Source: an optimization exercise on an open RTL-to-GDS flow (aim: small area, a short achievable clock period and few clock cycles per item). Production flows keep margins and buffers that such runs may drop.

run A:
Design barometer_pressure_compensation_unit, start of the top module:
module barometer_pressure_compensation_unit (
    input  wire logic        clk,
    input  wire logic        rst_n,
    input  wire logic        s_tvalid,
    output logic             s_tready,
    input  wire logic [23:0] s_tdata,
    output logic             m_tvalid,
    input  wire logic        m_tready,
    output logic [23:0]      m_tdata,
    output logic [0:0]       m_tuser,
    input  wire logic        cfg_we,
    input  wire logic [bpc_pkg::CFG_ADDR_BITS-1:0] cfg_addr,
    input  wire logic [bpc_pkg::COEF_BITS-1:0]     cfg_wdata
);
Size in the first run: about 3000 cells after synthesis, roughly 74 I/O pins, roughly 29000 sq um of cells after synthesis.
==> flow/config.mk <==
export PLATFORM = sky130hd
export DESIGN_NAME = barometer_pressure_compensation_unit
export DESIGN_NICKNAME = barometer_pressure_compensation_unit
export VERILOG_FILES = /design/flow/design.v
export SDC_FILE = /design/flow/constraint.sdc
export NUM_CORES = 4
export LEC_CHECK = 0
export ABC_AREA = 1
export CAP_MARGIN = 20
export CORE_MARGIN = 2
export CORE_UTILIZATION = 40
export CTS_BUF_LIST = sky130_fd_sc_hd__clkbuf_4
export SETUP_SLACK_MARGIN = 2.5
export SLEW_MARGIN = 20
==> flow/constraint.sdc <==
create_clock -name core_clock -period 7.5 [get_ports {clk}]
set_input_delay 1.5000 -clock core_clock [delete_from_list [all_inputs] [get_ports {clk}]]
set_output_delay 1.5000 -clock core_clock [all_outputs]
set_load 0.01 [all_outputs]
standard.sh (not shown) runs the stock make flow with config.mk's settings and CLKGATE_MAP_FILE= SYNTH_SCRIPT=/design/flow/synth_recipe.tcl, a recipe that flattens the netlist after the stock synthesis.
==> flow/flow/run.sh <==
#!/bin/bash
# The standard layout, with one step added between synthesis and floorplan:
# polarity.py removes inverters around the full-adder cells of the synthesized
# netlist (a full adder complements both outputs when its three inputs are
# complemented, so each fa cell can take its inputs in whichever polarity needs
# fewer inverters), and gives each fa cell's latest-arriving input its carry
# input pin, the fastest of the three (the cell is symmetric in them). Registers, cells other than inverters and every other step
# are the standard flow's, except that the ports are buffered with buf_2 cells
# (BUFFER_PORTS_ARGS) rather than the slow delay-buffer cell the resizer picks.
set -euo pipefail
res=orfs/results/${FLOW_PLATFORM}/barometer_pressure_compensation_unit/base
bash standard.sh synth > standard_synth.log 2>&1
cp "$res/1_2_yosys.v" synth_netlist.v
python3 flow/polarity.py synth_netlist.v "$res/1_2_yosys.v" > polarity.log 2>&1
touch "$res/1_2_yosys.v"
bash standard.sh "BUFFER_PORTS_ARGS=-buffer_cell sky130_fd_sc_hd__buf_2" finish > standard_finish.log 2>&1
Other scripts of this flow, unchanged in this note and not shown: flow/flow/polarity.py
Inputs modified between run A and run B:
diff --git a/flow/design.v b/flow/design.v
--- a/flow/design.v
+++ b/flow/design.v
@@ -38,25 +38,25 @@
     logic signed [17:0] b2x3_reg;     
     logic signed [15:0] c12x3_reg;    
     logic [3:0]  ok_reg;
     logic        a0_ok, b1_ok, b2_ok, c12_ok;
     logic [15:0] a0_g, b1_g;
     logic [3:0]  vld;
     logic        en;
     logic [9:0]  p1_reg, t1_reg;
-    logic [3:0]  tk_next, tk2_reg;
+    logic [3:0]  tk;
     logic [11:0] temp_next;
     logic [25:0] x_next, x2_reg;
     logic [27:0] y_next, y2_reg;
     logic [9:0]  p2_reg, t2_reg;
     logic [18:0]  lo_sum;
     logic        c3_reg;
     logic [26-1:0] ra3_reg, rb3_reg;
-    logic [11:0] temp3_reg;
+    logic [9:0]  t3_reg;
     logic [26-1:0] s_full;
     logic [25:0] v;
     logic        clip_lo4_reg, clip_hi4_reg;
     logic [12:0] hl;
     logic [11:0] h4_reg;
     logic [2:0]  g4_reg;
     logic        c4_reg;
     logic [11:0] temp4_reg;
@@ -1238,21 +1238,21 @@
     wire tc_s77, tc_c77;
     assign {tc_c77, tc_s77} = {1'b0, tb_ra[43]} + {1'b0, tb_ra[37]} + {1'b0, tb_rb[43]};
     wire tc_s78, tc_c78;
     assign {tc_c78, tc_s78} = {1'b0, tb_rb[37]} + {1'b0, tc_c75} + {1'b0, tc_s77};
     wire [43:0] tc_ra = {tc_c76, tc_c74, tc_c72, tc_c70, tc_c68, tc_c66, tc_c64, tc_c62, tc_c60, tc_c58, tc_c56, tc_c54, tc_c52, tc_c50, tc_c48, tc_c46, tc_c44, tc_c42, tc_c40, tc_c38, tc_c36, tc_c34, tc_c32, tc_c30, tc_c28, tc_c26, tc_c24, tc_c22, tc_c20, tc_c18, tc_c16, tc_c14, tc_c12, tb_ra[10], tc_c8, tc_c6, tc_c4, tc_s4, tb_ra[5], tb_ra[4], tb_rb[3], tb_ra[2], tb_ra[1], tb_ra[0]};
     wire [43:0] tc_rb = {tc_s78, tc_s76, tc_s74, tc_s72, tc_s70, tc_s68, tc_s66, tc_s64, tc_s62, tc_s60, tc_s58, tc_s56, tc_s54, tc_s52, tc_s50, tc_s48, tc_s46, tc_s44, tc_s42, tc_s40, tc_s38, tc_s36, tc_s34, tc_s32, tc_s30, tc_s28, tc_s26, tc_s24, tc_s22, tc_s20, tc_s18, tc_s16, tc_s14, tc_s12, tc_s10, tc_s8, tc_s6, 1'b0, tc_s2, tc_s1, tc_s0, tb_rb[2], tb_rb[1], tb_rb[0]};
     assign x_next = ta_ra + ta_rb;
     assign y_next = ty_ra + ty_rb;
-    assign tk_next = 4'(t1_reg >= 10'd17)  + 4'(t1_reg >= 10'd124) + 4'(t1_reg >= 10'd231)
-                   + 4'(t1_reg >= 10'd338) + 4'(t1_reg >= 10'd445) + 4'(t1_reg >= 10'd552)
-                   + 4'(t1_reg >= 10'd659) + 4'(t1_reg >= 10'd766) + 4'(t1_reg >= 10'd873)
-                   + 4'(t1_reg >= 10'd980);
-    assign temp_next = bpc_pkg::T_BASE + 12'(tk2_reg) - 12'(t2_reg) - 12'({t2_reg, 1'b0});
+    assign tk = 4'(t3_reg >= 10'd17)  + 4'(t3_reg >= 10'd124) + 4'(t3_reg >= 10'd231)
+              + 4'(t3_reg >= 10'd338) + 4'(t3_reg >= 10'd445) + 4'(t3_reg >= 10'd552)
+              + 4'(t3_reg >= 10'd659) + 4'(t3_reg >= 10'd766) + 4'(t3_reg >= 10'd873)
+              + 4'(t3_reg >= 10'd980);
+    assign temp_next = bpc_pkg::T_BASE + 12'(tk) - 12'(t3_reg) - 12'({t3_reg, 1'b0});
     assign lo_sum = {1'b0, tc_ra[18-1:0]} + {1'b0, tc_rb[18-1:0]};
     assign s_full = ra3_reg + rb3_reg + 26'(c3_reg);
     assign v      = s_full[26-1:0];
     assign hl     = 13'(v[21:10]) + 13'(v[9:0]);
     always_comb
     begin
         q2 = {h4_reg, 1'b1} + {9'd0, g4_reg, c4_reg};
         if (clip_lo4_reg)
@@ -1267,23 +1267,22 @@
         if (en)
         begin
             p1_reg       <= s_tdata[9:0];
             t1_reg       <= s_tdata[19:10];
             x2_reg       <= x_next;
             y2_reg       <= y_next;
             p2_reg       <= p1_reg;
             t2_reg       <= t1_reg;
-            tk2_reg      <= tk_next;
             c3_reg       <= lo_sum[18];
             ra3_reg      <= tc_ra[43:18];
             rb3_reg      <= tc_rb[43:18];
-            temp3_reg    <= temp_next;
+            t3_reg       <= t2_reg;
             clip_lo4_reg <= v[25];
             clip_hi4_reg <= !v[25] && ((|v[24:22]) || (&v[21:12]));
             h4_reg       <= v[21:10];
             g4_reg       <= hl[12:10];
             c4_reg       <= (&hl[9:3]) && (4'(hl[2:0]) + 4'(hl[12:10]) >= 4'd7);
-            temp4_reg    <= temp3_reg;
+            temp4_reg    <= temp_next;
         end
     end
 endmodule
 `default_nettype wire
[summary]
Every stage of the flow completed for run B, and the final layout passed the timing, DRC and antenna checks.
When the final numbers for run A and run B were put side by side, the critical path depth turned out to be smaller in run A.
Run B vs run A — total clock sinks dropped by a few percent
Max freq run A -> run B: degraded
Run B packs its core looser than run A.
Run B vs run A, number of multi-input logic gates went up by 39.
Going from run A to run B, the layout-stage area growth over the synthesis result was found to have gone down by 1.3 points.
Looking at clock buffer instance count of the final layout across run A and run B, the one that comes out lower is run B.
Re number of flip-flops and latches: run A and run B aren't equal, and the higher value belongs to run A.
In run B relative to run A, full die area had gone up slightly.
Taking run A as the reference point, the number of antenna cells inserted of run B rises by 1.
Function was not checked in any run of this note: the RTL went through the layout flow alone.

re-timing with driven ports:
No port has a modelled driver above. Below, the same layouts with a new extraction and two added sets of constraints. Step 1: set_driving_cell puts a clkbuf_16 on clk and a buf_2 on each other input, an assumption about the parent block. Step 2 times the ports against the registers' clock, not the clock port: input delays grow and output delays shrink by t, the midpoint of the rising clock arrivals with the driver on. Slacks: ideal ports / drivers / drivers and shift; pairs: ideal ports / drivers.
run | t (ns) | setup WS [ns] | clock arrival spread, ns | worst register clock-pin slew, ns
run A | 0.849 | 2.406 / 2.406 / 2.406 | 0.069 / 0.069 | 0.07 / 0.07
run B | 0.861 | 2.017 / 2.017 / 2.017 | 0.053 / 0.053 | 0.07 / 0.07
After both steps every run listed still meets setup and hold.
